From an optimization exercise on the open Yosys and OpenROAD flow, aimed at small area; shortcuts taken in it are not production practice. RTL that was checked went through simulation tests only; none was proved equivalent to the original. The RTL of runs 4 to 6 was laid out without a check of its function. No activity file was given, so power comes from the tool's default toggle rates. No driver is modelled on the clock port, so clocking that relies on it looks cheaper here than on a real chip.

==> flow/design.v <==
`timescale 1ns/100ps
`default_nettype none
package mips_pkg;
    typedef enum logic [3:0] {
        st_boot = 4'd0,   
        st_d    = 4'd9,   
        st_ex   = 4'd1,   
        st_slt  = 4'd2,   
        st_br   = 4'd3,   
        st_swl  = 4'd4,   
        st_sws  = 4'd5,   
        st_lw   = 4'd6,   
        st_pc   = 4'd7,   
        st_pcs  = 4'd8    
    } state_t;
    localparam logic [5:0] OP_R    = 6'h00;
    localparam logic [5:0] OP_J    = 6'h02;
    localparam logic [5:0] OP_BEQ  = 6'h04;
    localparam logic [5:0] OP_BNE  = 6'h05;
    localparam logic [5:0] OP_ADDI = 6'h08;
    localparam logic [5:0] OP_LW   = 6'h23;
    localparam logic [5:0] OP_SW   = 6'h2b;
endpackage
`default_nettype wire
`timescale 1ns/100ps
`default_nettype none
module mips_cpu (
    input  wire logic                        clk,
    input  wire logic                        clk_en,
    input  wire logic                        reset,
    input  wire logic [32-1:0] r_data,    
    output logic                             wr_en,
    output logic [32-1:0]      mem_addr,
    output logic [32-1:0]      w_data
);
    mips_pkg::state_t      st;
    logic [4:0]  ph;
    logic        pol;
    logic [31:1] rf_q;        
    logic        pc_q;        
    logic [9:0]  mar;         
    logic [31:0] wd;          
    logic        c;           
    logic        cp;          
    logic        flag;        
    logic        x1, x2;      
    logic [5:0] op;
    logic [4:0] rs, rt, rd;
    assign op = r_data[31:26];
    assign rs = r_data[25:21];
    assign rt = r_data[20:16];
    assign rd = r_data[15:11];
    logic is_r, is_j, is_beq, is_bne, is_addi, is_lw, is_sw;
    assign is_r    = (op == mips_pkg::OP_R);
    assign is_j    = (op == mips_pkg::OP_J);
    assign is_beq  = (op == mips_pkg::OP_BEQ);
    assign is_bne  = (op == mips_pkg::OP_BNE);
    assign is_addi = (op == mips_pkg::OP_ADDI);
    assign is_lw   = (op == mips_pkg::OP_LW);
    assign is_sw   = (op == mips_pkg::OP_SW);
    logic s_boot, s_d, s_ex, s_slt, s_br, s_swl, s_sws, s_lw, s_pc, s_pcs;
    assign s_boot = (st == mips_pkg::st_boot);
    assign s_d    = (st == mips_pkg::st_d);
    assign s_ex   = (st == mips_pkg::st_ex);
    assign s_slt  = (st == mips_pkg::st_slt);
    assign s_br   = (st == mips_pkg::st_br);
    assign s_swl  = (st == mips_pkg::st_swl);
    assign s_sws  = (st == mips_pkg::st_sws);
    assign s_lw   = (st == mips_pkg::st_lw);
    assign s_pc   = (st == mips_pkg::st_pc);
    assign s_pcs  = (st == mips_pkg::st_pcs);
    logic ph0, ph2, last, av;
    assign ph0  = (ph == 5'd0);
    assign ph2  = (ph == 5'd2);
    assign last = (ph == 5'd31);
    assign av   = (ph >= 5'd2) && (ph <= 5'd11);   
    logic sx, raw, xb;
    assign sx  = !(s_lw || is_j);
    assign raw = r_data[ph];
    assign xb  = (sx && ph[4]) ? r_data[15] : raw;
    logic a, b, pv;
    logic [31:0] tails;
    always_comb begin
        tails[0] = pol;
        for (int i = 1; i < 32; i++) tails[i] = rf_q[i];
    end
    assign pv = tails[s_ex ? rt : rs] ^ pol;
    assign a  = s_ex ? wd[0] : pv;
    assign b  = pv;
    logic pc0;
    assign pc0 = pc_q ^ pol;
    logic sub, bo, cin, sum, cout, res, less, eqb;
    assign sub  = is_r && r_data[1];
    assign bo   = (is_r ? b : xb) ^ sub;
    assign cin  = ph0 ? sub : c;
    assign sum  = a ^ bo ^ cin;
    assign cout = (a & bo) | (a & cin) | (bo & cin);
    assign res  = (is_r && r_data[2]) ? (r_data[0] ? (a | b) : (a & b)) : sum;
    assign less = (a ^ b) ? a : sum;
    assign eqb  = !(a ^ b) && (ph0 || flag);
    logic pa, pb, pcin, psum, pcout, pc_in;
    assign pa    = (s_swl || s_sws) ? mar[0] : pc0;
    assign pb    = s_br && x2;
    assign pcin  = ph2 ? !s_br : cp;
    assign psum  = pa ^ pb ^ pcin;
    assign pcout = (pa & pb) | (pa & pcin) | (pb & pcin);
    always_comb begin
        if (s_boot) pc_in = 1'b0;
        else if (s_d && (is_lw || is_sw)) pc_in = sum;             
        else if (s_d && is_j) pc_in = x2;                          
        else if (s_d || s_br || s_swl || s_sws) pc_in = psum;
        else pc_in = pc0;
    end
    logic       we, wb;
    logic [4:0] wa;
    assign we = (s_ex && is_r && !r_data[3]) || (s_d && is_addi) || s_slt || s_lw;
    assign wa = s_lw ? wd[20:16] : (is_r ? rd : rt);
    assign wb = s_lw ? xb : (s_slt ? (ph0 && flag) : res);
    mips_pkg::state_t nx;
    always_comb begin
        nx = mips_pkg::st_pc;
        case (st)
            mips_pkg::st_boot: nx = mips_pkg::st_d;
            mips_pkg::st_d: begin
                if (is_r || is_beq || is_bne || is_sw) nx = mips_pkg::st_ex;
                else if (is_lw) nx = mips_pkg::st_swl;
                else nx = mips_pkg::st_pc;
            end
            mips_pkg::st_ex: begin
                if (is_r && r_data[3]) nx = mips_pkg::st_slt;
                else if (is_sw) nx = mips_pkg::st_sws;
                else if ((is_beq && eqb) || (is_bne && !eqb)) nx = mips_pkg::st_br;
                else nx = mips_pkg::st_pc;
            end
            mips_pkg::st_swl: nx = mips_pkg::st_lw;
            mips_pkg::st_sws: nx = mips_pkg::st_pcs;
            mips_pkg::st_pc, mips_pkg::st_pcs: nx = mips_pkg::st_d;
            default: nx = mips_pkg::st_pc;
        endcase
    end
    always_ff @(posedge clk) begin
        if (reset) begin
            st <= mips_pkg::st_boot;
            ph <= 5'd0;
        end else if (clk_en) begin
            ph <= ph + 5'd1;
            if (last) st <= nx;
        end
    end
    always_ff @(posedge clk) begin
        pol <= reset ? 1'b0 : !pol;
    end
    logic [31:1] rf_in;
    always_comb begin
        for (int i = 1; i < 32; i++) rf_in[i] = (we && (wa == 5'(i))) ? (wb ^ pol) : rf_q[i];
    end
    logic pc_sh;
    assign pc_sh = clk_en && av;
    pol_shift #(.N(32), .W(31)) rf_inst (
        .clk(clk), .sh(clk_en), .sh_n(!clk_en), .d(rf_in), .q(rf_q)
    );
    pol_shift #(.N(10), .W(1)) pc_inst (
        .clk(clk), .sh(pc_sh), .sh_n(!pc_sh), .d(pc_in ^ pol), .q(pc_q)
    );
    logic mar_sh, wd_sh;
    assign mar_sh = clk_en && av && (s_boot || s_swl || s_sws || s_pc || s_pcs);
    assign wd_sh  = clk_en && (s_d || s_ex);
    hold_shift #(.N(10)) mar_inst (
        .clk(clk), .sh(mar_sh), .sh_n(!mar_sh), .d(s_boot ? 1'b0 : pc0), .q(mar)
    );
    hold_shift #(.N(32)) wd_inst (
        .clk(clk), .sh(wd_sh), .sh_n(!wd_sh), .d(s_d ? (is_lw ? raw : pv) : (is_sw ? pv : wd[0])), .q(wd)
    );
    always_ff @(posedge clk) begin
        if (clk_en) begin
            c <= cout;
            if (s_ex) flag <= (is_r && r_data[3]) ? less : eqb;
            cp <= pcout;
            x1 <= xb;
            x2 <= x1;
        end
    end
    assign mem_addr = {20'd0, mar, 2'b00};
    assign w_data   = wd;
    assign wr_en    = clk_en && s_pcs && ph0;
endmodule
module pol_shift #(
    parameter int N = 32,
    parameter int W = 1
) (
    input  wire logic         clk,
    input  wire logic         sh,
    input  wire logic         sh_n,
    input  wire logic [W-1:0] d,
    output logic [W-1:0]      q
);
    logic [N-1:0] r [W];
    always_ff @(posedge clk) begin
        for (int w = 0; w < W; w++) begin
            r[w] <= ~(({N{sh_n}} | {d[w], r[w][N-1:1]}) & ({N{sh}} | r[w]));
        end
    end
    always_comb begin
        for (int w = 0; w < W; w++) q[w] = r[w][0];
    end
endmodule
`default_nettype wire
module hold_shift #(
    parameter int N = 32
) (
    input  wire logic         clk,
    input  wire logic         sh,
    input  wire logic         sh_n,
    input  wire logic         d,
    output logic [N-1:0]      q
);
    always_ff @(posedge clk) begin
        q <= ({N{sh_n}} | {d, q[N-1:1]}) & ({N{sh}} | q);
    end
endmodule
`default_nettype wire
==> flow/flow/run.sh <==
#!/bin/bash
# The standard layout, with buf_1 port buffers and a clock tree of
# clkbuf_16 leaf clusters without dummy loads. standard.sh's output goes to
# standard.log; ORFS keeps each tool's log under orfs/logs.
export BUFFER_PORTS_ARGS="-buffer_cell sky130_fd_sc_hd__buf_1"
export CTS_ARGS="-sink_clustering_enable -repair_clock_nets -dont_use_dummy_load -buf_list sky130_fd_sc_hd__clkbuf_16 -sink_clustering_size 30 -sink_clustering_max_diameter 200"
bash standard.sh > standard.log 2>&1
==> flow/standard.sh <==
#!/bin/bash
# synth_recipe.tcl (not shown) runs the flow's synth.tcl, then flattens the netlist and writes it again
# the make line also repeats each setting of config.mk as NAME=value (left out here)
make -C /OpenROAD-flow-scripts/flow DESIGN_CONFIG=/design/flow/config.mk WORK_HOME=/design/flow/orfs CLKGATE_MAP_FILE= SYNTH_SCRIPT=/design/flow/synth_recipe.tcl "${@:-finish}"
==> flow/config.mk <==
export PLATFORM = sky130hd
export DESIGN_NAME = mips_cpu
export DESIGN_NICKNAME = mips_cpu
export VERILOG_FILES = /design/flow/design.v
export SDC_FILE = /design/flow/constraint.sdc
export NUM_CORES = 4
export LEC_CHECK = 0
export CAP_MARGIN = 20
export CORE_MARGIN = 2
export CORE_UTILIZATION = 80
export SLEW_MARGIN = 20
export SYNTH_HIERARCHICAL = 1
==> flow/constraint.sdc <==
create_clock -name core_clock -period 10.0 [get_ports {clk}]
set_input_delay 2.0000 -clock core_clock [delete_from_list [all_inputs] [get_ports {clk}]]
set_output_delay 2.0000 -clock core_clock [all_outputs]
set_load 0.01 [all_outputs]
==> summary.txt, run 1 <==
Outcome
  • Status: complete, no violations

Drt
  • Detailed Route WL: 62500 um
  • Drt pass-1 iters: 6
  • Vias per cell: about 6.7
  • Iter 0 DRT Violations: around 1900
  • Antenna-violating nets left: 0
  • Wire per inst: about 20 um
  • DRC viols: 0
  • Routed via count: 20964

Setup path
  • Critical path type: in2reg
  • Crit-path max FO: 31
  • R2R cell count: 14
  • Crit path launch: r_data[19]
  • Worst Setup End Kind: flop
  • R2r startpoint: st[0]
  • R2r setup slk: 4.60 ns
  • Required time of the critical path: 10.44 ns
  • R2r endpoint: rf_inst.r[29][31]
  • Crit path arrival time: 5.93 ns
  • Setup crit start kind: input pin
  • Critical path endpoint: rf_inst.r[29][31]

Pwr
  • Sequential power share: 66.6%
  • P_int: 6.02 mW
  • Power Dens Cells: roughly 250 mW/mm2
  • Sw frac: 24.8%
  • Comb power frac: a little under a tenth
  • Clock power share: 23.8%
  • Total design power: roughly 8.0 mW
  • Leakage Power: 11.9 nW
  • Worst vdd ir: around 0.23 mV
  • Sw Pwr: 1.99 mW

Synth
  • Post-Syn Instances: 2753
  • Count of different cell masters after synthesis: 63
  • Xor and xnor area share after synthesis: less than 1%
  • Adder-cell share of the synthesized area: 0.346%
  • Average size of a mapped cell: roughly 12 um2
  • Yosys reg bits: 1059
  • Synth Area in Simple Gates: approximately 2.3%
  • Most used DFF post-synth: dfxtp_1
  • Largest family of logic cells by synthesized area: compound AO/OA/AOI/OAI gates
  • Post-synthesis compound-gate area fraction: about 23%
  • Post-synth ARST share: 0%
  • Netlist Area Pre-Place: 0.0325 mm2
  • Register area share after synthesis: 65.3%
  • Multiplexer area fraction after synthesis: 1.63%
  • Post-synth EDFFs: 5
  • Yosys Warn Count: 13

Flow run
  • Maxcap violations: 0

Clock network
  • Root buffer cell: clkbuf_16
  • # hold bufs at CTS: 0
  • Clk sinks: 1059
  • H-tree levels: 2
  • Clock Latency Late Sink: 0.61 ns
  • Reg clk slew, reported paths: 0.11 ns
  • Post-cts sizing count: 0
  • CTS tree: done
  • Longest Clk Path Bufs: 3
  • Post CTS Setup Buffer Count: 0
  • CTS Buf Count: 41

Die
  • CORE AREA: 0.0399 mm2
  • Chip height: about 210 um
  • # IOs: 100
  • Die X: 206 um
  • Full die area: 0.0423 mm2
  • Initial core utilization: 81.5%
  • Placement row count: 73

Timing
  • Post-route clock period utilization: 55.0%
  • Fin. max-slew vios: 0
  • Final Hold Viols: 0
  • Final setup TNS: 0 ns
  • Relative slew slack: around 28%
  • RSZ-0062 raised after global routing: false
  • Fmax: around 180 MHz
  • Final setup fails: 0
  • Setup WS post-layout: 4.50 ns
  • Fin crit period: 5.50 ns
  • Worst Hold Slack: 0.399 ns
  • Clk_skew: 0.0529 ns
  • Worst slew pin tran: around 1.1 ns

Global routing
  • First-pass GRT wire length: 101000 um
  • Initial antenna violation count: 1
  • Vias in the first global route: between 15000 and 20000
  • GR Overflow Total: 0
  • All-Layer GR Usage: 28.8%
  • Largest net degree at the start of global routing: 304

Worst hold path
  • Worst hold path type: reg2reg

Placed design
  • PortBufs: between 70 and 80
  • Inst Count DP: 3082
  • Gpl congestion: 0.860
  • DP Worst Slack: ~4 ns
  • DPL Wire Length: 35600 um
  • Placed cell areas: 0.0314 mm2

Cells and area
  • Final instance area: 0.0325 mm2
  • Nets: roughly 2600
  • Layout cells sized above 1: 4.19%
  • Final non-filler cell total: between 3000 and 4000
  • Final Util: 81.5%
  • Fillcell total: roughly 2200
  • Synth-to-Final Area Change: -0.0461%
-- flip-flops by register name, summed over array words and instances, names as in the netlist --
signal / count
ph: 5
rf_inst.r: 992
mar_inst.q: 10
cp: 1
wd_inst.q: 32
pol: 1
x1: 1
x2: 1
c: 1
pc_inst.r: 10
st: 4
flag: 1
-- power groups by stage --
stage / logic (mW) / registers (mW) / clock network, mW
floorplan: 0.699 / 5.26 / 0
global placement: 0.700 / 5.36 / 0
detailed placement: 0.750 / 5.39 / 0
CTS: 0.764 / 5.32 / 1.92
global route: 0.855 / 5.40 / 2.07
finish: 0.769 / 5.34 / 1.91
-- worst max-delay path, cell delays in order --
cell	delay [ns]
buf_1	0.19
mux2i_4	0.56
mux2i_1	0.16
a221oi_1	0.32
nand2_1	0.08
and4_1	0.28
xor2_1	0.20
o21a_1	0.24
fa_1	0.49
a31oi_1	0.19
o31ai_1	0.14
o311a_4	0.52
o31ai_1	0.37
o22ai_1	0.15
-- layer usage --
layer	up-vias	part of all wire [%]	wire length [um]	global-route usage [%]
li1	10195	-	-	-
met3	124	3.7	2300	3.74
met5	-	0	0	0
met2	464	49	30600	48.1
met1	10181	44	27800	39.0
met4	0	2.9	1800	9.99
-- layout by cell type (no fill, tap or decap), types with 7 or more instances in the layout --
master / count
dfxtp_1: 1054
o22ai_1: 1003
buf_1: 76
o21ai_0: 43
clkbuf_16: 41
nor2_1: 39
mux2i_1: 35
nand2_1: 35
o31ai_1: 33
o22a_2: 29
conb_1: 22
nand3_1: 20
o22a_1: 13
a21oi_1: 12
inv_1: 10
buf_4: 10
nand2b_1: 8
nor3_1: 7
-- cell families after synthesis --
group / count (synthesis)
other cells: 1
xor+xnor: 9
flops: 1059
compound gates: 1163
fa+ha+maj: 8
buf+inv: 320
mux: 46
simple gates: 147
-- area by class of cell --
type	instances	area [um2]	share of cell area, %
diodes	1	2.50	0.00770
repair buffers	94	505	1.55
well taps	525	657	2.02
flip-flops and latches	1059	21300	65.4
inverters	11	48.8	0.150
clock buffers	41	1030	3.16
multi-input cells	1395	9030	27.8
-- cell usage after synthesis (all sizes together), types with 4 or more instances --
master / number / area share, %
dfxtp: 1054 / 65
o22ai: 1003 / 19
buf: 289 / 6.8
o21ai: 44 / 0.68
o22a: 42 / 1.2
nor2: 39 / 0.45
mux2i: 36 / 1.1
nand2: 36 / 0.42
o31ai: 34 / 0.80
clkbuf: 20 / 0.23
nand3: 20 / 0.31
a21oi: 12 / 0.18
inv: 11 / 0.13
nand2b: 8 / 0.15
nor3: 8 / 0.12
mux2: 6 / 0.21
edfxtp: 5 / 0.46
ha: 5 / 0.19
a221oi: 4 / 0.11
a22oi: 4 / 0.092
a31oi: 4 / 0.077
mux4: 4 / 0.28
nand3b: 4 / 0.092
nor3b: 4 / 0.092
o21a: 4 / 0.092
xnor2: 4 / 0.11
xor2: 4 / 0.11
-- worst min-delay path by stage --
stage	cells after the start	startpoint	endpoint	slack, ns
2_1_floorplan	0	x1	x2	0.40
6_report	1	rf_inst.r[29][20]	rf_inst.r[29][19]	0.40
4_1_cts	1	rf_inst.r[29][22]	rf_inst.r[29][21]	0.39
5_1_grt	1	rf_inst.r[29][22]	rf_inst.r[29][21]	0.41
3_3_place_gp	0	x1	x2	0.41
3_5_place_dp	0	x1	x2	0.41
==> run 2: changes to the inputs <==
==> flow/flow/run.sh (replaced) <==
#!/bin/bash
# The standard layout, with buf_1 port buffers and a clock tree of
# clkbuf_8 leaf clusters without dummy loads. standard.sh's output goes to
# standard.log; ORFS keeps each tool's log under orfs/logs.
export BUFFER_PORTS_ARGS="-buffer_cell sky130_fd_sc_hd__buf_1"
export CTS_ARGS="-sink_clustering_enable -repair_clock_nets -dont_use_dummy_load -buf_list sky130_fd_sc_hd__clkbuf_8 -sink_clustering_size 16 -sink_clustering_max_diameter 200"
export RECOVER_POWER=100
bash standard.sh > standard.log 2>&1
--- a/flow/config.mk
+++ b/flow/config.mk
@@ -8,5 +8,5 @@
 export CAP_MARGIN = 20
 export CORE_MARGIN = 2
-export CORE_UTILIZATION = 80
+export CORE_UTILIZATION = 70
 export SLEW_MARGIN = 20
 export SYNTH_HIERARCHICAL = 1
==> summary.txt, run 2 <==
Cells and area
  • Antenna cells: 0 (-1)
  • Nets: 2676 (+1.2%)
  • Synth-to-Final Area Change: 0.0384% (about the same)
  • Most common cell after layout, fill and taps aside: dfxtp_1
  • Largest regs: rf_inst.r x992, wd_inst.q x32
  • Final Util: 71.4% (-10 points)
  • Largest register FFs: 992 (unchanged)
  • Final instance area: 0.0325 mm2 (about the same)
  • Fillcell total: 3334 (+55%)
  • Commonest cells after routing, fill and taps aside: 1054 x dfxtp_1, 1003 x o22ai_1, 76 x clkbuf_8, 74 x buf_1, 43 x o21ai_0
  • Biggest register: rf_inst.r
  • Layout cells sized above 1: 5.02% (+0.82 points)

Setup path
  • Crit-path max FO: 225 (+630%)
  • Crit path launch: clk_en
  • R2R cell count: 15 (+1)
  • Required time of the critical path: 10.38 ns (-0.06 ns)
  • Critical path type: in2reg
  • R2r setup slk: 3.40 ns (-1.20 ns)
  • R2r endpoint: rf_inst.r[30][31]
  • Critical path endpoint: rf_inst.r[9][24]
  • Setup crit start kind: input pin
  • Crit path arrival time: 7.22 ns (+1.29 ns)
  • R2r startpoint: st[0]
  • Worst Setup End Kind: flop

Synth
  • Top-count cell post-synth: dfxtp_1
  • Post-Syn Instances: 2753 (unchanged)
  • Most frequent cells after synthesis: 1054 x dfxtp_1, 1003 x o22ai_1, 125 x buf_2
  • Netlist Area Pre-Place: 0.0325 mm2 (unchanged)
  • Yosys reg bits: 1059 (unchanged)
  • Count of different cell masters after synthesis: 63 (unchanged)
  • Synth area leaders: dfxtp_1 65%, o22ai_1 19%, buf_6 3.5%
  • Post-synth ARST share: 0% (unchanged)
  • Register area share after synthesis: 65.3% (unchanged)
  • Average size of a mapped cell: 11.8 um2 (unchanged)
  • Post-synth top area cell: dfxtp_1
  • Synth top area share: 64.9% (unchanged)
  • Post-synth EDFFs: 5 (unchanged)
  • Yosys Warn Count: 13 (unchanged)
  • Most used DFF post-synth: dfxtp_1

Timing
  • Final setup fails: 0 (unchanged)
  • Final Hold Viols: 0 (unchanged)
  • Worst slew pin tran: 3.50 ns (+2.41 ns)
  • Fin crit period: 6.84 ns (+1.34 ns)
  • Fmax: 146 MHz (-20%)
  • Worst Hold Slack: 0.400 ns (+0.00176 ns)
  • Final setup TNS: 0 ns (unchanged)
  • Relative slew slack: -133% (-160 points)
  • Post-route clock period utilization: 68.4% (+13 points)
  • RSZ-0062 raised after global routing: false
  • Clk_skew: 0.0529 ns (+0.0000442 ns)
  • Fin. max-slew vios: 211 (+211)

Die
  • Die X: 220 um (+6.8%)
  • Chip height: 220 um (+6.8%)
  • Full die area: 0.0482 mm2 (+14%)
  • CORE AREA: 0.0456 mm2 (+14%)
  • Placement row count: 78 (+6.8%)
  • Initial core utilization: 71.4% (-10 points)
  • # IOs: 100 (unchanged)

Pwr
  • Leakage Power: 11.9 nW (about the same)
  • Power Dens Cells: 243 mW/mm2 (-1.4%)
  • Total design power: 7.91 mW (-1.3%)
  • Worst vdd ir: 0.206 mV (-11%)

Drt
  • Wire per inst: 17.6 um (-12%)
  • DRC viols: 0 (unchanged)
  • Vias per cell: 6.29 (-6.3%)
  • Drt pass-1 iters: 5 (-1)
  • Routed via count: 20316 (-3.1%)
  • Iter 0 DRT Violations: 1516 (-21%)
  • Antenna-violating nets left: 0 (unchanged)
  • Detailed Route WL: 56900 um (-9.0%)

Clock network
  • Clk sinks: 1059 (unchanged)
  • H-tree levels: 3 (+1)
  • Post CTS Setup Buffer Count: 0 (unchanged)
  • Reg clk slew, reported paths: 0.09 ns (-0.02 ns)
  • Root buffer cell: clkbuf_8
  • CTS Buf Count: 76 (+85%)
  • Post-cts sizing count: 0 (unchanged)
  • Clock Latency Late Sink: 0.67 ns (+0.06 ns)
  • Longest Clk Path Bufs: 3 (unchanged)
  • # hold bufs at CTS: 0 (unchanged)
  • CTS tree: done

Placed design
  • DPL Wire Length: 33300 um (-6.4%)
  • Placed cell areas: 0.0315 mm2 (+0.35%)
  • Gpl congestion: 0.903 (+5.1%)
  • PortBufs: 77 (unchanged)

Outcome
  • Status: finished with violations
  • Layout violations: capacitance limit, slew limit

Global routing
  • GR Overflow Total: 0 (unchanged)
  • Initial antenna violation count: 0 (-1)
  • Largest net degree at the start of global routing: 243 (-20%)
  • First-pass GRT wire length: 93000 um (-8.0%)
  • Vias in the first global route: 18401 (-7.5%)
  • All-Layer GR Usage: 23.0% (-5.9 points)

Worst hold path
  • Worst hold path type: reg2reg

Flow run
  • Maxcap violations: 4 (+4)
[run 2: cell counts after synthesis]
No cell type changed its count.
[run 2: worst min-delay path by stage]
stage	endpoint	depth (start not counted)	slack [ns]	start
floorplan	x2	0	0.40	x1
global placement	x2	0	0.40	x1
detailed placement	x2	0	0.41	x1
CTS	rf_inst.r[6][15]	1	0.40	rf_inst.r[6][16]
global route	rf_inst.r[6][15]	1	0.41	rf_inst.r[6][16]
finish	rf_inst.r[30][7]	1	0.40	rf_inst.r[30][8]
[run 2: metal layers]
metal | up-vias | track usage, % | part of all wire (%) | wire length (um)
met4 | 0 | 6.71 | 2.4 | 1350
met1 | 9601 | 33.8 | 50 | 28200
li1 | 10293 | - | - | -
met5 | - | 0 | 0 | 0
met2 | 326 | 35.0 | 45 | 25300
met3 | 96 | 4.03 | 3.5 | 2000
[run 2: worst max-delay path, stage by stage]
cell and delay (ns):
clkbuf_1 0.75, buf_12 0.63, inv_8 0.80, clkbuf_1 2.53, o22ai_1 0.37
[run 2: cell families (layout without fill, tap and decap cells)]
family	count (synthesis)	count (layout)	synth area share [%]
adders and majority gates	8	8	0.346
other	1	22	0.0115
muxes	46	46	1.63
xor gates and xnor gates	9	9	0.285
DFF	1059	1059	65.3
and+or+nand+nor	147	147	2.29
AOI/OAI and AO/OA	1163	1163	22.9
buffers and inverters	320	178	7.20
[run 2: layout make-up]
cell class | instances | area [um2] | area share, %
inverters | 11 | 48.8 | 0.150
repair buffers | 91 | 453 | 1.39
well taps | 600 | 751 | 2.31
flip-flops and latches | 1059 | 21300 | 65.3
clock buffers | 76 | 1050 | 3.21
multi-input cells | 1395 | 8990 | 27.6
[run 2: report_power, final]
part	switching, mW	internal, mW
clock network	1.18	0.685
registers	0.396	4.90
logic	0.368	0.375
[run 2: stage by stage]
step / std cells / setup WS [ns]
2_1_floorplan: 2774 / 4.77
3_3_place_gp: 3156 / 4.19
3_5_place_dp: 3156 / 3.97
4_1_cts: 3232 / 4.67
5_1_grt: 3232 / 2.57
6_report: 3232 / 3.16
==> run 3: changes to the inputs <==
--- a/flow/flow/run.sh
+++ b/flow/flow/run.sh
@@ -5,4 +5,3 @@
 export BUFFER_PORTS_ARGS="-buffer_cell sky130_fd_sc_hd__buf_1"
 export CTS_ARGS="-sink_clustering_enable -repair_clock_nets -dont_use_dummy_load -buf_list sky130_fd_sc_hd__clkbuf_8 -sink_clustering_size 16 -sink_clustering_max_diameter 200"
-export RECOVER_POWER=100
 bash standard.sh > standard.log 2>&1
==> summary.txt, run 3 <==
Outcome
  • Status: complete, no violations

Setup path
  • Worst Setup End Kind: flop
  • Crit-path max FO: 31 (-86%)
  • Slowest Stage Delay on Critical Path: 0.54 ns (-1.99 ns)
  • Critical path endpoint: rf_inst.r[28][31]
  • Crit path launch: r_data[19]
  • Setup crit start kind: input pin
  • R2r endpoint: rf_inst.r[28][31]
  • Crit path arrival time: 5.95 ns (-1.27 ns)
  • Worst path slowest cell: mux2i_4
  • R2R cell count: 14 (-1)
  • R2r setup slk: 4.59 ns (+1.19 ns)
  • R2r startpoint: st[0]
  • Crit path top cell by count: o31ai_1
  • Critical path type: in2reg
  • Crit-path cells: buf_1 -> mux2i_4 -> mux2i_1 -> a221oi_1 -> nand2_1 -> and4_1 -> xor2_1 -> o21a_1 -> fa_1 -> a31oi_1 -> o31ai_1 -> o311a_4 -> o31ai_1 -> o22ai_1
  • Required time of the critical path: 10.47 ns (+0.09 ns)

Pwr
  • Worst vdd ir: 0.206 mV (+0.27%)
  • Sw frac: 24.6% (about the same)
  • Sw Pwr: 1.95 mW (+0.13%)
  • Leakage Power: 11.9 nW (+0.11%)
  • Comb power frac: 9.4% (about the same)
  • P_int: 5.96 mW (about the same)
  • Clock power share: 23.6% (about the same)
  • Sequential power share: 66.9% (about the same)
  • Power Dens Cells: 243 mW/mm2 (about the same)

Clock network
  • H-tree levels: 3 (unchanged)
  • # hold bufs at CTS: 0 (unchanged)
  • Longest Clk Path Bufs: 3 (unchanged)
  • Post-cts sizing count: 0 (unchanged)
  • CTS Buf Count: 76 (unchanged)
  • Clk sinks: 1059 (unchanged)
  • CTS tree: done
  • Clock Latency Late Sink: 0.66 ns (about the same)
  • Post CTS Setup Buffer Count: 0 (unchanged)
  • Reg clk slew, reported paths: 0.10 ns (about the same)
  • Root buffer cell: clkbuf_8

Cells and area
  • Synth-to-Final Area Change: 0.169%
  • Register area: 0.0213 mm2 (unchanged)
  • Fillcell total: 3327 (-0.21%)
  • Commonest cells after routing, fill and taps aside: 1054 x dfxtp_1, 1003 x o22ai_1, 76 x clkbuf_8, 76 x buf_1, 43 x o21ai_0
  • Nets: 2676 (unchanged)
  • Area occupied by multi-input gates: 0.00903 mm2 (+0.35%)
  • Antenna cells: 0 (unchanged)
  • Biggest register: rf_inst.r
  • Layout cells sized above 1: 5.36% (+0.34 points)
  • Most common cell after layout, fill and taps aside: dfxtp_1
  • Largest register FFs: 992 (unchanged)
  • Largest regs: rf_inst.r x992, wd_inst.q x32

Placed design
  • PortBufs: 77 (unchanged)
  • DP Worst Slack: 3.97 ns (unchanged)
  • DPL Wire Length: 33300 um (unchanged)
  • Gpl congestion: 0.903 (unchanged)

Global routing
  • GR Overflow Total: 0 (unchanged)
  • Largest net degree at the start of global routing: 243 (unchanged)
  • First-pass GRT wire length: 93000 um (unchanged)
  • Initial antenna violation count: 0 (unchanged)
  • Vias in the first global route: 18401 (unchanged)
  • All-Layer GR Usage: 23.0% (unchanged)

Synth
  • Average size of a mapped cell: 11.8 um2 (unchanged)
  • Post-synth EDFFs: 5 (unchanged)
  • Top-count cell post-synth: dfxtp_1
  • Count of different cell masters after synthesis: 63 (unchanged)
  • Register area share after synthesis: 65.3% (unchanged)
  • Most frequent cells after synthesis: 1054 x dfxtp_1, 1003 x o22ai_1, 125 x buf_2
  • Post-Syn Instances: 2753 (unchanged)
  • Most used DFF post-synth: dfxtp_1
  • Post-synth ARST share: 0% (unchanged)
  • Post-synth top area cell: dfxtp_1
  • Yosys reg bits: 1059 (unchanged)
  • Yosys Warn Count: 13 (unchanged)
  • Netlist Area Pre-Place: 0.0325 mm2 (unchanged)
  • Synth top area share: 64.9% (unchanged)
  • Synth area leaders: dfxtp_1 65%, o22ai_1 19%, buf_6 3.5%

Drt
  • Detailed Route WL: 56900 um (about the same)
  • Antenna-violating nets left: 0 (unchanged)
  • Iter 0 DRT Violations: 1496 (-1.3%)
  • Drt pass-1 iters: 5 (unchanged)
  • Wire per inst: 17.6 um (about the same)
  • Routed via count: 20299 (-0.084%)
  • Vias per cell: 6.28 (about the same)
  • DRC viols: 0 (unchanged)

Timing
  • RSZ-0062 raised after global routing: false
  • Worst Hold Slack: 0.400 ns (unchanged)
  • Post-route clock period utilization: 54.8% (-14 points)
  • Fin. max-slew vios: 0 (-100%)
  • Final setup fails: 0 (unchanged)
  • Fmax: 182 MHz (+25%)
  • Final setup TNS: 0 ns (unchanged)
  • Relative slew slack: 28.4% (+160 points)
  • Final Hold Viols: 0 (unchanged)
  • Clk_skew: 0.0528 ns (-0.000163 ns)
  • Fin crit period: 5.48 ns (-1.36 ns)
  • Worst slew pin tran: 1.07 ns (-2.42 ns)
  • Setup WS post-layout: 4.52 ns (+1.36 ns)

Die
  • # IOs: 100 (unchanged)
  • Die X: 220 um (unchanged)
  • CORE AREA: 0.0456 mm2 (unchanged)
  • Full die area: 0.0482 mm2 (unchanged)
  • Chip height: 220 um (unchanged)
  • Initial core utilization: 71.4% (unchanged)
  • Placement row count: 78 (unchanged)

Worst hold path
  • Worst hold path type: reg2reg

Flow run
  • Maxcap violations: 0 (-4)
==> run 3: cell families (layout without fill, tap and decap cells) <==
logic type / count (synthesis) / in the layout / synth area share [%]
xor+xnor: 9 / 9 / 0.285
flops: 1059 / 1059 / 65.3
fa+ha+maj: 8 / 8 / 0.346
other cells: 1 / 22 / 0.0115
mux: 46 / 46 / 1.63
buf+inv: 320 / 178 / 7.20
simple gates: 147 / 147 / 2.29
compound gates: 1163 / 1163 / 22.9
==> run 3: worst min path at each step <==
stage                startpoint          endpoint  depth (start not counted)
3_3_place_gp                 x1                x2                          0
6_report       rf_inst.r[30][8]  rf_inst.r[30][7]                          1
3_5_place_dp                 x1                x2                          0
4_1_cts        rf_inst.r[6][16]  rf_inst.r[6][15]                          1
2_1_floorplan                x1                x2                          0
5_1_grt        rf_inst.r[6][16]  rf_inst.r[6][15]                          1
==> run 3: per-layer routing <==
metal / track usage (%) / share of wire [%]
met1: 33.8 / 50
met2: 35.0 / 45
met3: 4.03 / 3.5
met4: 6.71 / 2.3
met5: 0 / 0
==> run 3: layout make-up <==
class	instances	share of cell area, %
flip-flops and latches	1059	65.2
multi-input cells	1395	27.7
clock buffers	76	3.21
well taps	600	2.30
repair buffers	91	1.42
inverters	11	0.150
==> run 3: power by group through the flow <==
| stage | logic (mW) | clock network, mW | registers (mW) |
|---|---|---|---|
| global route | 0.837 | 2.09 | 5.37 |
| global placement | 0.704 | 0 | 5.37 |
| floorplan | 0.699 | 0 | 5.26 |
| finish | 0.746 | 1.87 | 5.30 |
| CTS | 0.748 | 1.93 | 5.29 |
| detailed placement | 0.745 | 0 | 5.38 |
==> run 3: worst max-delay path: cells and delay by family <==
| family | cells | cell delay, ns |
|---|---|---|
| compound gates | 7 | 1.87 |
| fa+ha+maj | 1 | 0.47 |
| xor+xnor | 1 | 0.30 |
| simple gates | 2 | 0.36 |
| mux | 2 | 0.73 |
| buf+inv | 1 | 0.19 |
==> run 3: metrics by stage <==
step	std cells	cell area, um2	power [mW]	utilization, %
2_1_floorplan	2774	32600	5.96	-
3_3_place_gp	3156	31500	6.07	69.2
3_5_place_dp	3156	31500	6.13	69.2
4_1_cts	3232	32600	7.97	71.5
5_1_grt	3232	32600	8.30	71.5
6_report	3232	32600	7.91	71.5
==> run 4: changes to the inputs <==
--- a/flow/design.v
+++ b/flow/design.v
@@ -77,13 +77,10 @@
     logic sx, raw, xb;
     assign sx  = !(s_lw || is_j);
-    assign raw = r_data[ph];
+    mux32 raw_mux (.d(r_data), .s(ph), .y(raw));
     assign xb  = (sx && ph[4]) ? r_data[15] : raw;
     logic a, b, pv;
-    logic [31:0] tails;
-    always_comb begin
-        tails[0] = pol;
-        for (int i = 1; i < 32; i++) tails[i] = rf_q[i];
-    end
-    assign pv = tails[s_ex ? rt : rs] ^ pol;
+    logic pq;
+    mux32 rd_mux (.d({rf_q, pol}), .s(s_ex ? rt : rs), .y(pq));
+    assign pv = pq ^ pol;
     assign a  = s_ex ? wd[0] : pv;
     assign b  = pv;
@@ -151,12 +148,12 @@
         pol <= reset ? 1'b0 : !pol;
     end
-    logic [31:1] rf_in;
-    always_comb begin
-        for (int i = 1; i < 32; i++) rf_in[i] = (we && (wa == 5'(i))) ? (wb ^ pol) : rf_q[i];
+    logic [31:1] wsel;
+    always_comb begin
+        for (int i = 1; i < 32; i++) wsel[i] = clk_en && we && (wa == 5'(i));
     end
     logic pc_sh;
     assign pc_sh = clk_en && av;
-    pol_shift #(.N(32), .W(31)) rf_inst (
-        .clk(clk), .sh(clk_en), .sh_n(!clk_en), .d(rf_in), .q(rf_q)
+    gpr_file rf_inst (
+        .clk(clk), .sh(clk_en), .sh_n(!clk_en), .wsel(wsel), .wd(wb ^ pol), .q(rf_q)
     );
     pol_shift #(.N(10), .W(1)) pc_inst (
@@ -220,2 +217,44 @@
 endmodule
 `default_nettype wire
+module gpr_file (
+    input  wire logic        clk,
+    input  wire logic        sh,
+    input  wire logic        sh_n,
+    input  wire logic [31:1] wsel,
+    input  wire logic        wd,
+    output logic [31:1]      q
+);
+    logic [31:0] r [31:1];
+    always_ff @(posedge clk) begin
+        for (int i = 1; i < 32; i++) begin
+            r[i][31]   <= !((wsel[i] && wd) || (!(wsel[i] || sh_n) && r[i][0]) || (sh_n && r[i][31]));
+            r[i][30:0] <= ~(({31{sh_n}} | r[i][31:1]) & ({31{sh}} | r[i][30:0]));
+        end
+    end
+    always_comb begin
+        for (int i = 1; i < 32; i++) q[i] = r[i][0];
+    end
+endmodule
+module mux32 (
+    input  wire logic [31:0] d,
+    input  wire logic [4:0]  s,
+    output logic             y
+);
+    logic [7:0] l1;
+    logic [1:0] l2;
+    for (genvar i = 0; i < 8; i++) begin : g_l1
+        mux4 m (.d(d[4*i +: 4]), .s(s[1:0]), .y(l1[i]));
+    end
+    for (genvar i = 0; i < 2; i++) begin : g_l2
+        mux4 m (.d(l1[4*i +: 4]), .s(s[3:2]), .y(l2[i]));
+    end
+    assign y = s[4] ? l2[1] : l2[0];
+endmodule
+module mux4 (
+    input  wire logic [3:0] d,
+    input  wire logic [1:0] s,
+    output logic            y
+);
+    assign y = d[s];
+endmodule
+`default_nettype wire
==> summary.txt, run 4 <==
Drt
  • Antenna-violating nets left: 0 (unchanged)
  • Drt pass-1 iters: 5 (unchanged)
  • DRC viols: 0 (unchanged)
  • Detailed Route WL: 58400 um (+2.8%)
  • Routed via count: 20227 (-0.35%)
  • Wire per inst: 18.4 um (+4.4%)
  • Vias per cell: 6.36 (+1.3%)
  • Iter 0 DRT Violations: 1356 (-9.4%)

Timing
  • Worst Hold Slack: 0.391 ns (-0.00927 ns)
  • RSZ-0062 raised after global routing: false
  • Fmax: 151 MHz (-17%)
  • Fin crit period: 6.63 ns (+1.15 ns)
  • Relative slew slack: 27.1% (-1.3 points)
  • Final Hold Viols: 0 (unchanged)
  • Worst slew pin tran: 1.09 ns (+0.0195 ns)
  • Fin. max-slew vios: 0 (unchanged)
  • Post-route clock period utilization: 66.3% (+11 points)
  • Final setup TNS: 0 ns (unchanged)
  • Setup WS post-layout: 3.37 ns (-1.15 ns)
  • Clk_skew: 0.0513 ns (-0.00144 ns)
  • Final setup fails: 0 (unchanged)

Synth
  • Netlist Area Pre-Place: 0.0324 mm2 (-0.41%)
  • Average size of a mapped cell: 12.0 um2 (+1.9%)
  • Post-synth EDFFs: 5 (unchanged)
  • Top-count cell post-synth: dfxtp_1
  • Post-Syn Instances: 2690 (-2.3%)
  • Yosys reg bits: 1059 (unchanged)
  • Yosys Warn Count: 13 (unchanged)
  • Post-synth ARST share: 0% (unchanged)
  • Synth area leaders: dfxtp_1 65%, o22ai_1 19%, buf_6 2.4%
  • Most used DFF post-synth: dfxtp_1
  • Register area share after synthesis: 65.6% (+0.27 points)
  • Post-synth top area cell: dfxtp_1
  • Synth top area share: 65.1% (+0.27 points)
  • Count of different cell masters after synthesis: 69 (+9.5%)
  • Most frequent cells after synthesis: 1054 x dfxtp_1, 972 x o22ai_1, 140 x buf_2

Placed design
  • Gpl congestion: 0.841 (-6.9%)
  • DPL Wire Length: 34900 um (+4.8%)
  • DP Worst Slack: 2.65 ns (-1.31 ns)
  • PortBufs: 77 (unchanged)

Clock network
  • Root buffer cell: clkbuf_8
  • Longest Clk Path Bufs: 3 (unchanged)
  • Clk sinks: 1059 (unchanged)
  • # hold bufs at CTS: 0 (unchanged)
  • H-tree levels: 3 (unchanged)
  • Clock Latency Late Sink: 0.68 ns (+0.02 ns)
  • Post-cts sizing count: 0 (unchanged)
  • CTS tree: done
  • Post CTS Setup Buffer Count: 0 (unchanged)
  • Reg clk slew, reported paths: 0.09 ns (about the same)
  • CTS Buf Count: 76 (unchanged)

Pwr
  • Clock power share: 23.6% (about the same)
  • Worst vdd ir: 0.207 mV (+0.30%)
  • Sequential power share: 66.6% (-0.3 points)
  • Sw frac: 24.9% (+0.21 points)
  • Sw Pwr: 1.98 mW (+1.4%)
  • Leakage Power: 12.0 nW (+0.25%)
  • P_int: 5.98 mW (+0.26%)
  • Power Dens Cells: 243 mW/mm2 (+0.19%)
  • Comb power frac: 9.8% (+0.4 points)

Die
  • Initial core utilization: 71.1% (-0.29 points)
  • # IOs: 100 (unchanged)
  • Die X: 219 um (-0.20%)
  • Chip height: 219 um (-0.20%)
  • Placement row count: 78 (unchanged)
  • CORE AREA: 0.0456 mm2 (unchanged)
  • Full die area: 0.0480 mm2 (-0.40%)

Cells and area
  • Area occupied by multi-input gates: 0.00909 mm2 (+0.73%)
  • Biggest register: rf_inst.r
  • Layout cells sized above 1: 7.60% (+2.2 points)
  • Commonest cells after routing, fill and taps aside: 1054 x dfxtp_1, 972 x o22ai_1, 76 x clkbuf_8, 76 x buf_1, 42 x nor2_1
  • Largest regs: rf_inst.r x992, wd_inst.q x32
  • Synth-to-Final Area Change: 0.938%
  • Register area: 0.0213 mm2 (unchanged)
  • Nets: 2624 (-1.9%)
  • Largest register FFs: 992 (unchanged)
  • Fillcell total: 3131 (-5.9%)
  • Most common cell after layout, fill and taps aside: dfxtp_1

Flow run
  • Maxcap violations: 0 (unchanged)

Setup path
  • Setup crit start kind: input pin
  • Crit path arrival time: 7.12 ns (+1.17 ns)
  • Crit-path max FO: 31 (unchanged)
  • Worst Setup End Kind: flop
  • Critical path type: in2reg
  • Required time of the critical path: 10.49 ns (+0.02 ns)

Global routing
  • Largest net degree at the start of global routing: 293 (+21%)
  • First-pass GRT wire length: 95600 um (+2.9%)
  • All-Layer GR Usage: 24.0% (+1.0 points)
  • GR Overflow Total: 0 (unchanged)
  • Vias in the first global route: 18938 (+2.9%)
  • Initial antenna violation count: 2 (+2)

Worst hold path
  • Worst hold path type: reg2reg

Outcome
  • Status: complete, no violations
run 4: cell types whose count changed after synthesis, moves of 15 or more:
cell      before  now
a221oi_2       0   17
nor3b_1        4   34
buf_2        125  140
o31ai_1       33    0
o22ai_1     1003  972
mux2i_1       35    4
mux4_2         4   20
o21ai_0       43    5
buf_4         60   75
buf_6        101   68
run 4: per-module statistics from Yosys, one instance, submodules excluded, excerpt:
module	times used	area (um2)	cells inside
mips_cpu	1	2080	284
mux4	20	22.5	1
mux32	2	15.0	1
gpr_file	1	28200	2270
run 4: worst max-delay path: stages:
cell and delay (ns):
buf_1 0.12, nand2_1 0.07, nand2_1 0.43, mux4_2 0.59, mux4_2 0.46, mux2_4 0.29
xnor2_1 0.47, xor2_1 0.18, nand2_1 0.06, o21ai_0 0.14, fa_1 0.51, a31oi_1 0.16
a31oi_1 0.07, mux2i_1 0.42, xor2_4 0.87, a221oi_1 0.25
run 4: logic make-up (layout without fill, tap and decap cells):
family,Yosys count,in the layout,synth area share (%)
other,1,23,0.0116
buffers and inverters,316,184,6.65
xor gates and xnor gates,8,8,0.216
DFF,1059,1059,65.6
AOI/OAI and AO/OA,1091,1091,22.2
adders and majority gates,8,8,0.355
muxes,29,29,1.71
and+or+nand+nor,178,178,3.29
run 4: layout make-up:
cell class,instances,area share (%)
antenna,1,0.00765
inverter,12,0.161
timing repair buffer,96,1.55
sequential,1059,65.0
tap,600,2.30
multi-input combinational,1336,27.8
clock buffer,76,3.20
run 4: power groups by stage:
stage          sequential, mW  combinational (mW)  clock, mW
4_1_cts                  5.29               0.781       1.93
2_1_floorplan            5.27               0.697          0
3_5_place_dp             5.38               0.779          0
3_3_place_gp             5.36               0.740          0
6_report                 5.30               0.780       1.87
5_1_grt                  5.38               0.869       2.08
run 4: path summary, 6_finish.rpt:
path | startpoint | depth (start not counted) | slack [ns] | to
min reg2reg | rf_inst.r[3][11] | 1 | 0.39 | rf_inst.r[3][10]
max | r_data[21] | 16 | 3.37 | rf_inst.r[6][31]
max reg2reg | st[0] | 16 | 3.38 | rf_inst.r[6][31]
min | rf_inst.r[3][11] | 1 | 0.39 | rf_inst.r[3][10]
run 4: through the flow:
step                      std cells  instance area (um2)  power [mW]  util (%)
after floorplan                2711                32500        5.97         -
after global placement         3101                31600        6.10      69.3
after detailed placement       3101                31600        6.16      69.3
after CTS                      3177                32600        8.01      71.6
after global routing           3179                32700        8.32      71.7
final                          3180                32700        7.95      71.8
run 4: per-layer routing:
metal,vias to the layer above,track usage [%],share of wire [%]
met5,-,0,0
met4,0,7.00,2.1
met3,81,4.02,3.6
met2,316,36.5,44
met1,9723,35.6,50
li1,10107,-,-
==> run 5: changes to the inputs <==
--- a/flow/flow/run.sh
+++ b/flow/flow/run.sh
@@ -5,3 +5,5 @@
 export BUFFER_PORTS_ARGS="-buffer_cell sky130_fd_sc_hd__buf_1"
 export CTS_ARGS="-sink_clustering_enable -repair_clock_nets -dont_use_dummy_load -buf_list sky130_fd_sc_hd__clkbuf_8 -sink_clustering_size 16 -sink_clustering_max_diameter 200"
+export RECOVER_POWER=100
+export SKIP_REPAIR_TIE_FANOUT=1
 bash standard.sh > standard.log 2>&1
==> summary.txt, run 5 <==
Setup path
  • Required time of the critical path: 8.00 ns (-2.49 ns)
  • Worst Setup End Kind: output port
  • R2r setup slk: 3.63 ns (+0.25 ns)
  • R2r startpoint: st[0]
  • R2R cell count: 16 (unchanged)
  • Crit path launch: clk_en
  • Crit path arrival time: 5.69 ns (-1.43 ns)
  • Setup crit start kind: input pin
  • Critical path type: in2out
  • Crit-path max FO: 197 (+540%)
  • R2r endpoint: rf_inst.r[24][31]

Cells and area
  • Most common cell after layout, fill and taps aside: dfxtp_1
  • Fillcell total: 3296 (+5.3%)
  • Largest register FFs: 992 (unchanged)
  • Commonest cells after routing, fill and taps aside: 1054 x dfxtp_1, 972 x o22ai_1, 76 x clkbuf_8, 72 x buf_1, 42 x nor2_1
  • Largest regs: rf_inst.r x992, wd_inst.q x32
  • Register area: 0.0213 mm2 (unchanged)
  • Nets: 2602 (-0.84%)
  • Biggest register: rf_inst.r
  • Area occupied by multi-input gates: 0.00891 mm2 (-2.0%)
  • Antenna cells: 0 (-1)
  • Layout cells sized above 1: 6.80% (-0.79 points)
  • Synth-to-Final Area Change: 0.174%
  • Final Util: 71.2% (-0.54 points)

Timing
  • Relative slew slack: -93.1% (-120 points)
  • Fmax: 130 MHz (-14%)
  • Worst slew pin tran: 2.90 ns (+1.80 ns)
  • RSZ-0062 raised after global routing: false
  • Fin. max-slew vios: 598 (+598)
  • Final Hold Viols: 0 (unchanged)
  • Final setup fails: 0 (unchanged)
  • Fin crit period: 7.69 ns (+1.06 ns)
  • Clk_skew: 0.0470 ns (-0.00438 ns)
  • Post-route clock period utilization: 76.9% (+11 points)
  • Final setup TNS: 0 ns (unchanged)

Die
  • # IOs: 100 (unchanged)
  • Die X: 219 um (unchanged)
  • Chip height: 219 um (unchanged)
  • Placement row count: 78 (unchanged)
  • Initial core utilization: 71.1% (unchanged)
  • Full die area: 0.0480 mm2 (unchanged)
  • CORE AREA: 0.0456 mm2 (unchanged)

Synth
  • Count of different cell masters after synthesis: 69 (unchanged)
  • Most frequent cells after synthesis: 1054 x dfxtp_1, 972 x o22ai_1, 140 x buf_2
  • Post-synth EDFFs: 5 (unchanged)
  • Post-synth ARST share: 0% (unchanged)
  • Post-Syn Instances: 2690 (unchanged)
  • Multiplexer area fraction after synthesis: 1.71% (unchanged)
  • Yosys reg bits: 1059 (unchanged)
  • Netlist Area Pre-Place: 0.0324 mm2 (unchanged)
  • Synth top area share: 65.1% (unchanged)
  • Register area share after synthesis: 65.6% (unchanged)
  • Most used DFF post-synth: dfxtp_1
  • Synth Area in Simple Gates: 3.29% (unchanged)
  • Post-synth top area cell: dfxtp_1
  • Average size of a mapped cell: 12.0 um2 (unchanged)
  • Post-synthesis compound-gate area fraction: 22.2% (unchanged)
  • Top-count cell post-synth: dfxtp_1
  • Adder-cell share of the synthesized area: 0.355% (unchanged)
  • Largest family of logic cells by synthesized area: compound AO/OA/AOI/OAI gates
  • Yosys Warn Count: 13 (unchanged)
  • Xor and xnor area share after synthesis: 0.216% (unchanged)
  • Synth area leaders: dfxtp_1 65%, o22ai_1 19%, buf_6 2.4%

Flow run
  • Maxcap violations: 7 (+7)

Clock network
  • Clk sinks: 1059 (unchanged)
  • CTS Buf Count: 76 (unchanged)
  • Post-cts sizing count: 0 (unchanged)
  • Longest Clk Path Bufs: 3 (unchanged)
  • CTS tree: done
  • Post CTS Setup Buffer Count: 0 (unchanged)
  • Root buffer cell: clkbuf_8
  • Clock Latency Late Sink: 0.66 ns (-0.02 ns)
  • Reg clk slew, reported paths: 0.09 ns (about the same)
  • H-tree levels: 3 (unchanged)
  • # hold bufs at CTS: 0 (unchanged)

Global routing
  • GR Layer Usage met1: 34.1% (-1.5 points)
  • Largest net degree at the start of global routing: 253 (-14%)
  • Met2 usage in global routing: 35.5% (-0.98 points)
  • First-pass GRT wire length: 93000 um (-2.8%)
  • Initial antenna violation count: 0 (-2)
  • Vias in the first global route: 18505 (-2.3%)
  • Met3 Resource Use GR: 4.24% (+0.22 points)
  • GR Overflow Total: 0 (unchanged)
  • All-Layer GR Usage: 23.2% (-0.81 points)
  • GRT Max-Usage Layer: met2

Pwr
  • Worst vdd ir: 0.184 mV (-11%)
  • Power Dens Cells: 244 mW/mm2 (+0.44%)
  • Leakage Power: 11.8 nW (-1.2%)
  • Total design power: 7.93 mW (-0.32%)

Drt
  • Antenna-violating nets left: 0 (unchanged)
  • Wire per inst: 18.2 um (-1.2%)
  • Vias per cell: 6.39 (+0.53%)
  • Routed via count: 20187 (-0.20%)
  • DRC viols: 0 (unchanged)
  • Detailed Route WL: 57300 um (-1.9%)
  • Drt pass-1 iters: 6 (+1)
  • Iter 0 DRT Violations: 1381 (+1.8%)

Placed design
  • Gpl congestion: 0.810 (-3.6%)
  • PortBufs: 77 (unchanged)
  • DPL Wire Length: 34200 um (-2.0%)

Outcome
  • Status: finished with violations
  • Layout violations: capacitance limit, slew limit

Worst hold path
  • Worst Hold Path Cells: 1 (unchanged)
  • Worst hold path type: reg2reg
  • Min-Delay Endpoint: rf_inst.r[2][10]
  • Worst hold start: rf_inst.r[2][11]
-- run 5: cell counts after synthesis --
No cell type changed its count.
-- run 5: how the worst max path moves through the flow --
stage	end	slack, ns	cells after the start
2_1_floorplan	rf_inst.r[11][31]	3.94	16
3_3_place_gp	rf_inst.r[16][31]	2.97	16
3_5_place_dp	rf_inst.r[6][31]	2.83	16
4_1_cts	rf_inst.r[16][31]	3.49	16
5_1_grt	rf_inst.r[6][21]	1.87	6
6_report	wr_en	2.31	5
-- run 5: final cells by class --
type,count,share of cell area (%)
inverters,12,0.162
multi-input cells,1315,27.5
flip-flops and latches,1059,65.5
clock buffers,76,3.22
repair buffers,95,1.36
well taps,600,2.31
-- run 5: stage by stage --
step           setup WS (ns)  area [um2]  hold WS, ns  cells
3_5_place_dp            2.83       31500        0.407   3080
6_report                2.31       32500        0.389   3157
3_3_place_gp            2.97       31500        0.402   3080
4_1_cts                 3.49       32600        0.384   3156
5_1_grt                 1.87       32500        0.410   3157
2_1_floorplan           3.94       32400        0.400   2690
-- run 5: logic make-up after synthesis --
family                   after synthesis
buffers and inverters                316
AO/OA/AOI/OAI                       1091
multiplexers                          29
AND/OR/NAND/NOR                      178
flip-flops                          1059
XOR/XNOR                               8
adder cells (fa/ha/maj)                8
other                                  1
-- run 5: critical path: stages --
cell      delay [ns]
clkbuf_1        2.00
inv_8           0.95
nor2_1          0.36
and4_1          0.22
buf_1           0.16
-- run 5: report_power, final --
group | internal [mW] | switching [mW]
clock network | 0.685 | 1.19
logic | 0.386 | 0.373
registers | 4.90 | 0.393
total | 5.97 | 1.96
-- run 5: per-module statistics from Yosys (local to each module, per instance), a selection --
module | cells inside | flops+latches | area [um2]
gpr_file | 2270 | 992 | 28200
mux4 | 1 | 0 | 22.5
mux32 | 1 | 0 | 15.0
mips_cpu | 284 | 15 | 2080
-- run 5: metal layers --
layer | part of all wire, % | wire length (um)
met5 | 0 | 0
met4 | 1.9 | 1070
met3 | 4.0 | 2310
met2 | 45 | 25500
met1 | 50 | 28400
==> run 6: changes to the inputs <==
--- a/flow/design.v
+++ b/flow/design.v
@@ -148,12 +148,15 @@
         pol <= reset ? 1'b0 : !pol;
     end
-    logic [31:1] wsel;
-    always_comb begin
-        for (int i = 1; i < 32; i++) wsel[i] = clk_en && we && (wa == 5'(i));
+    logic [31:1] wsel, rot;
+    always_comb begin
+        for (int i = 1; i < 32; i++) begin
+            wsel[i] = clk_en && we && (wa == 5'(i));
+            rot[i]  = !(wsel[i] || !clk_en);
+        end
     end
     logic pc_sh;
     assign pc_sh = clk_en && av;
     gpr_file rf_inst (
-        .clk(clk), .sh(clk_en), .sh_n(!clk_en), .wsel(wsel), .wd(wb ^ pol), .q(rf_q)
+        .clk(clk), .sh(clk_en), .sh_n(!clk_en), .wsel(wsel), .rot(rot), .wd(wb ^ pol), .q(rf_q)
     );
     pol_shift #(.N(10), .W(1)) pc_inst (
@@ -222,4 +225,5 @@
     input  wire logic        sh_n,
     input  wire logic [31:1] wsel,
+    input  wire logic [31:1] rot,
     input  wire logic        wd,
     output logic [31:1]      q
@@ -228,5 +232,5 @@
     always_ff @(posedge clk) begin
         for (int i = 1; i < 32; i++) begin
-            r[i][31]   <= !((wsel[i] && wd) || (!(wsel[i] || sh_n) && r[i][0]) || (sh_n && r[i][31]));
+            r[i][31]   <= !((wsel[i] && wd) || (rot[i] && r[i][0]) || (sh_n && r[i][31]));
             r[i][30:0] <= ~(({31{sh_n}} | r[i][31:1]) & ({31{sh}} | r[i][30:0]));
         end
--- a/flow/flow/run.sh
+++ b/flow/flow/run.sh
@@ -5,5 +5,3 @@
 export BUFFER_PORTS_ARGS="-buffer_cell sky130_fd_sc_hd__buf_1"
 export CTS_ARGS="-sink_clustering_enable -repair_clock_nets -dont_use_dummy_load -buf_list sky130_fd_sc_hd__clkbuf_8 -sink_clustering_size 16 -sink_clustering_max_diameter 200"
-export RECOVER_POWER=100
-export SKIP_REPAIR_TIE_FANOUT=1
 bash standard.sh > standard.log 2>&1
==> summary.txt, run 6 <==
Setup path
  • Worst Setup End Kind: flop
  • Slowest Stage Delay on Critical Path: 0.73 ns (-1.27 ns)
  • Crit path max-delay family: multiplexers
  • Required time of the critical path: 10.45 ns (+2.45 ns)
  • Crit-path max FO: 31 (-84%)
  • R2R cell count: 15 (-1)
  • Worst path slowest cell: xor2_4
  • Setup crit start kind: input pin
  • R2r setup slk: 3.86 ns (+0.23 ns)
  • Worst path bufs/invs: 2 (-1)
  • Crit path arrival time: 6.76 ns (+1.07 ns)
  • R2r endpoint: rf_inst.r[12][31]
  • Crit-path cells: buf_1 -> mux2_2 -> mux4_2 -> mux4_2 -> mux2_4 -> xnor2_1 -> inv_1 -> mux2i_1 -> fa_1 -> a31oi_1 -> a311oi_1 -> a31oi_1 -> xor2_4 -> a222oi_1
  • R2r startpoint: st[2]
  • Critical path type: in2reg

Timing
  • Relative slew slack: 29.0% (+120 points)
  • Final setup fails: 0 (unchanged)
  • Clk_skew: 0.0818 ns (+0.0348 ns)
  • Final Hold Viols: 0 (unchanged)
  • Fmax: 158 MHz (+22%)
  • Worst slew pin tran: 1.07 ns (-1.83 ns)
  • Fin. max-slew vios: 0 (-100%)
  • Fin crit period: 6.31 ns (-1.38 ns)
  • Final setup TNS: 0 ns (unchanged)
  • Post-route clock period utilization: 63.1% (-14 points)
  • RSZ-0062 raised after global routing: false

Die
  • # IOs: 100 (unchanged)
  • Die X: 218 um (-0.41%)
  • Chip height: 218 um (-0.41%)
  • CORE AREA: 0.0454 mm2 (-0.43%)
  • Initial core utilization: 70.8% (-0.30 points)
  • Full die area: 0.0476 mm2 (-0.82%)
  • Placement row count: 78 (unchanged)

Drt
  • Wire per inst: 17.5 um (-3.4%)
  • Detailed Route WL: 55600 um (-3.1%)
  • Iter 0 DRT Violations: 1530 (+11%)
  • Vias per cell: 6.32 (-1.1%)
  • Routed via count: 20036 (-0.75%)
  • DRC viols: 0 (unchanged)
  • Antenna-violating nets left: 0 (unchanged)
  • Drt pass-1 iters: 6 (unchanged)

Global routing
  • First-pass GRT wire length: 92400 um (-0.60%)
  • GR Overflow Total: 0 (unchanged)
  • Initial antenna violation count: 0 (unchanged)
  • Largest net degree at the start of global routing: 282 (+11%)
  • All-Layer GR Usage: 23.0% (-0.24 points)
  • Vias in the first global route: 18496 (-0.049%)

Synth
  • Synth top area share: 65.7% (+0.55 points)
  • Post-synth ARST share: 0% (unchanged)
  • Count of different cell masters after synthesis: 69 (unchanged)
  • Netlist Area Pre-Place: 0.0321 mm2 (-0.84%)
  • Register area share after synthesis: 66.1% (+0.56 points)
  • Post-synth top area cell: dfxtp_1
  • Yosys Warn Count: 13 (unchanged)
  • Most used DFF post-synth: dfxtp_1
  • Most frequent cells after synthesis: 1054 x dfxtp_1, 970 x o22ai_1, 184 x buf_2
  • Post-synth EDFFs: 5 (unchanged)
  • Synth area leaders: dfxtp_1 66%, o22ai_1 19%, buf_2 2.9%
  • Top-count cell post-synth: dfxtp_1
  • Yosys reg bits: 1059 (unchanged)
  • Average size of a mapped cell: 12.0 um2 (-0.47%)
  • Post-Syn Instances: 2680 (-0.37%)

Clock network
  • Root buffer cell: clkbuf_8
  • # hold bufs at CTS: 0 (unchanged)
  • Post CTS Setup Buffer Count: 0 (unchanged)
  • CTS tree: done
  • CTS Buf Count: 76 (unchanged)
  • Clk sinks: 1059 (unchanged)
  • Post-cts sizing count: 0 (unchanged)
  • Clock Latency Late Sink: 0.68 ns (+0.02 ns)
  • H-tree levels: 3 (unchanged)
  • Longest Clk Path Bufs: 3 (unchanged)
  • Reg clk slew, reported paths: 0.11 ns (+0.02 ns)

Placed design
  • DPL Wire Length: 32300 um (-5.6%)
  • Inst Count DP: 3089 (+0.29%)
  • Gpl congestion: 0.843 (+4.1%)
  • PortBufs: 77 (unchanged)

Cells and area
  • Layout cells sized above 1: 6.90% (+0.090 points)
  • Fillcell total: 3273 (-0.70%)
  • Commonest cells after routing, fill and taps aside: 1054 x dfxtp_1, 970 x o22ai_1, 76 x clkbuf_8, 76 x buf_1, 52 x nor2_1
  • Biggest register: rf_inst.r
  • Largest regs: rf_inst.r x992, wd_inst.q x32
  • Final non-filler cell total: 3168 (+0.35%)
  • Nets: 2612 (+0.38%)
  • Most common cell after layout, fill and taps aside: dfxtp_1
  • Largest register FFs: 992 (unchanged)
  • Synth-to-Final Area Change: 1.60%

Worst hold path
  • Worst Hold Path Cells: 1 (unchanged)
  • Worst hold start: rf_inst.r[3][1]
  • Min-Delay Endpoint: rf_inst.r[3][0]
  • Worst hold path type: reg2reg

Outcome
  • Status: complete, no violations

Pwr
  • Worst vdd ir: 0.173 mV (-5.9%)
  • Leakage Power: 12.0 nW (+1.6%)
  • Power Dens Cells: 243 mW/mm2 (-0.59%)

Flow run
  • Maxcap violations: 0 (-7)
[run 6: cell count changes after synthesis, moves of 17 or more]
cell / delta
a221oi_2: -17
a222oi_1: +31
buf_2: +44
buf_4: -21
buf_6: -25
nand2_1: -18
nor3b_1: -33
o21a_1: +23
[run 6: modules after synthesis (local to each module, per instance), excerpt]
module | cells | times used
mux32 | 1 | 2
mips_cpu | 309 | 1
gpr_file | 2235 | 1
mux4 | 1 | 20
[run 6: area by class of cell]
class,instances,area [um2],area share (%)
Sequential cell,1059,21300,65.1
Multi-Input combinational cell,1327,9030,27.7
Clock buffer,76,1050,3.20
Tap cell,600,751,2.30
Timing Repair Buffer,94,502,1.54
Inverter,11,53.8,0.165
Antenna cell,1,2.50,0.00767
[run 6: worst max path at each step]
stage | start | to | depth (start not counted)
detailed placement | r_data[16] | rf_inst.r[3][31] | 14
floorplan | r_data[16] | rf_inst.r[1][31] | 14
global route | r_data[16] | rf_inst.r[12][31] | 14
finish | r_data[16] | rf_inst.r[12][31] | 14
global placement | r_data[16] | rf_inst.r[15][31] | 15
CTS | r_data[16] | rf_inst.r[3][31] | 14
[run 6: worst register-to-register path: stages, from the launching register on]
cell	delay, ns
dfxtp_1	0.67
nor2_1	0.16
and3_1	0.37
mux2_2	0.48
mux4_2	0.56
mux4_2	0.48
mux2_4	0.28
xnor2_1	0.39
inv_1	0.12
mux2i_1	0.31
fa_1	0.52
a31oi_1	0.18
a311oi_1	0.08
a31oi_1	0.39
xor2_4	0.73
a222oi_1	0.25
[run 6: logic make-up (layout without fill, tap and decap cells)]
family	Yosys count	after routing	share of synthesized area (%)
buffers and inverters	315	181	6.03
adder cells (fa/ha/maj)	8	8	0.358
XOR/XNOR	9	9	0.245
flip-flops	1059	1059	66.1
AND/OR/NAND/NOR	129	129	2.36
other	1	23	0.0117
multiplexers	31	31	1.80
AO/OA/AOI/OAI	1128	1128	23.0
[run 6: layer usage]
layer  vias up  GRT usage (%)  routed length, um
met5         -              0                  0
met4         0           7.80               1240
met3        85           3.59               2200
met2       275           34.4              24500
met1      9569           34.1              27600
li1      10107              -                  -
[run 6: where the power goes]
part           internal, mW  switching [mW]
combinational         0.386           0.372
sequential             4.90           0.394
clock                 0.685            1.19
total                  5.97            1.96
[run 6: through the flow]
stage	util [%]	worst slack (ns)	power (mW)	hold WS [ns]	instance area [um2]
finish	71.9	3.69	7.93	0.402	32600
global route	71.9	3.44	8.30	0.426	32600
CTS	71.8	3.80	7.98	0.400	32600
detailed placement	69.5	3.09	6.13	0.407	31500
global placement	69.4	3.08	6.08	0.407	31500
floorplan	-	4.18	5.94	0.400	32200

==> what the ideal ports hide <==
The results above use ideal ports. As a check the final layouts listed here were re-extracted and re-timed, cells and wires unchanged. Step 1 assumes that a clkbuf_16 drives the clock port and a buf_2 every other input. Step 2 moves the port delays by t, midway between the first and last clock arrival at a register: inputs arrive t later, outputs are due t later. That takes back most of the time a late clock gives input paths. Three values: ideal, step 1, step 2; two values: the first two.
| run | shift t [ns] | slack for setup (ns) | cell pins on the clock port's net |
|---|---|---|---|
| run 1 | 0.639 | 4.503 / 4.539 / 3.899 | 1 |
| run 2 | 0.692 | 3.160 / 3.193 / 2.502 | 1 |
| run 3 | 0.692 | 4.520 / 4.507 / 3.816 | 1 |
| run 4 | 0.708 | 3.370 / 3.381 / 2.675 | 1 |
| run 5 | 0.692 | 2.306 / 2.237 / 1.617 | 1 |
| run 6 | 0.692 | 3.686 / 3.662 / 2.970 | 1 |
For run 6, which loses most, drivers alone change the setup slack by -0.024 ns; drivers and shift together by -0.716 ns.
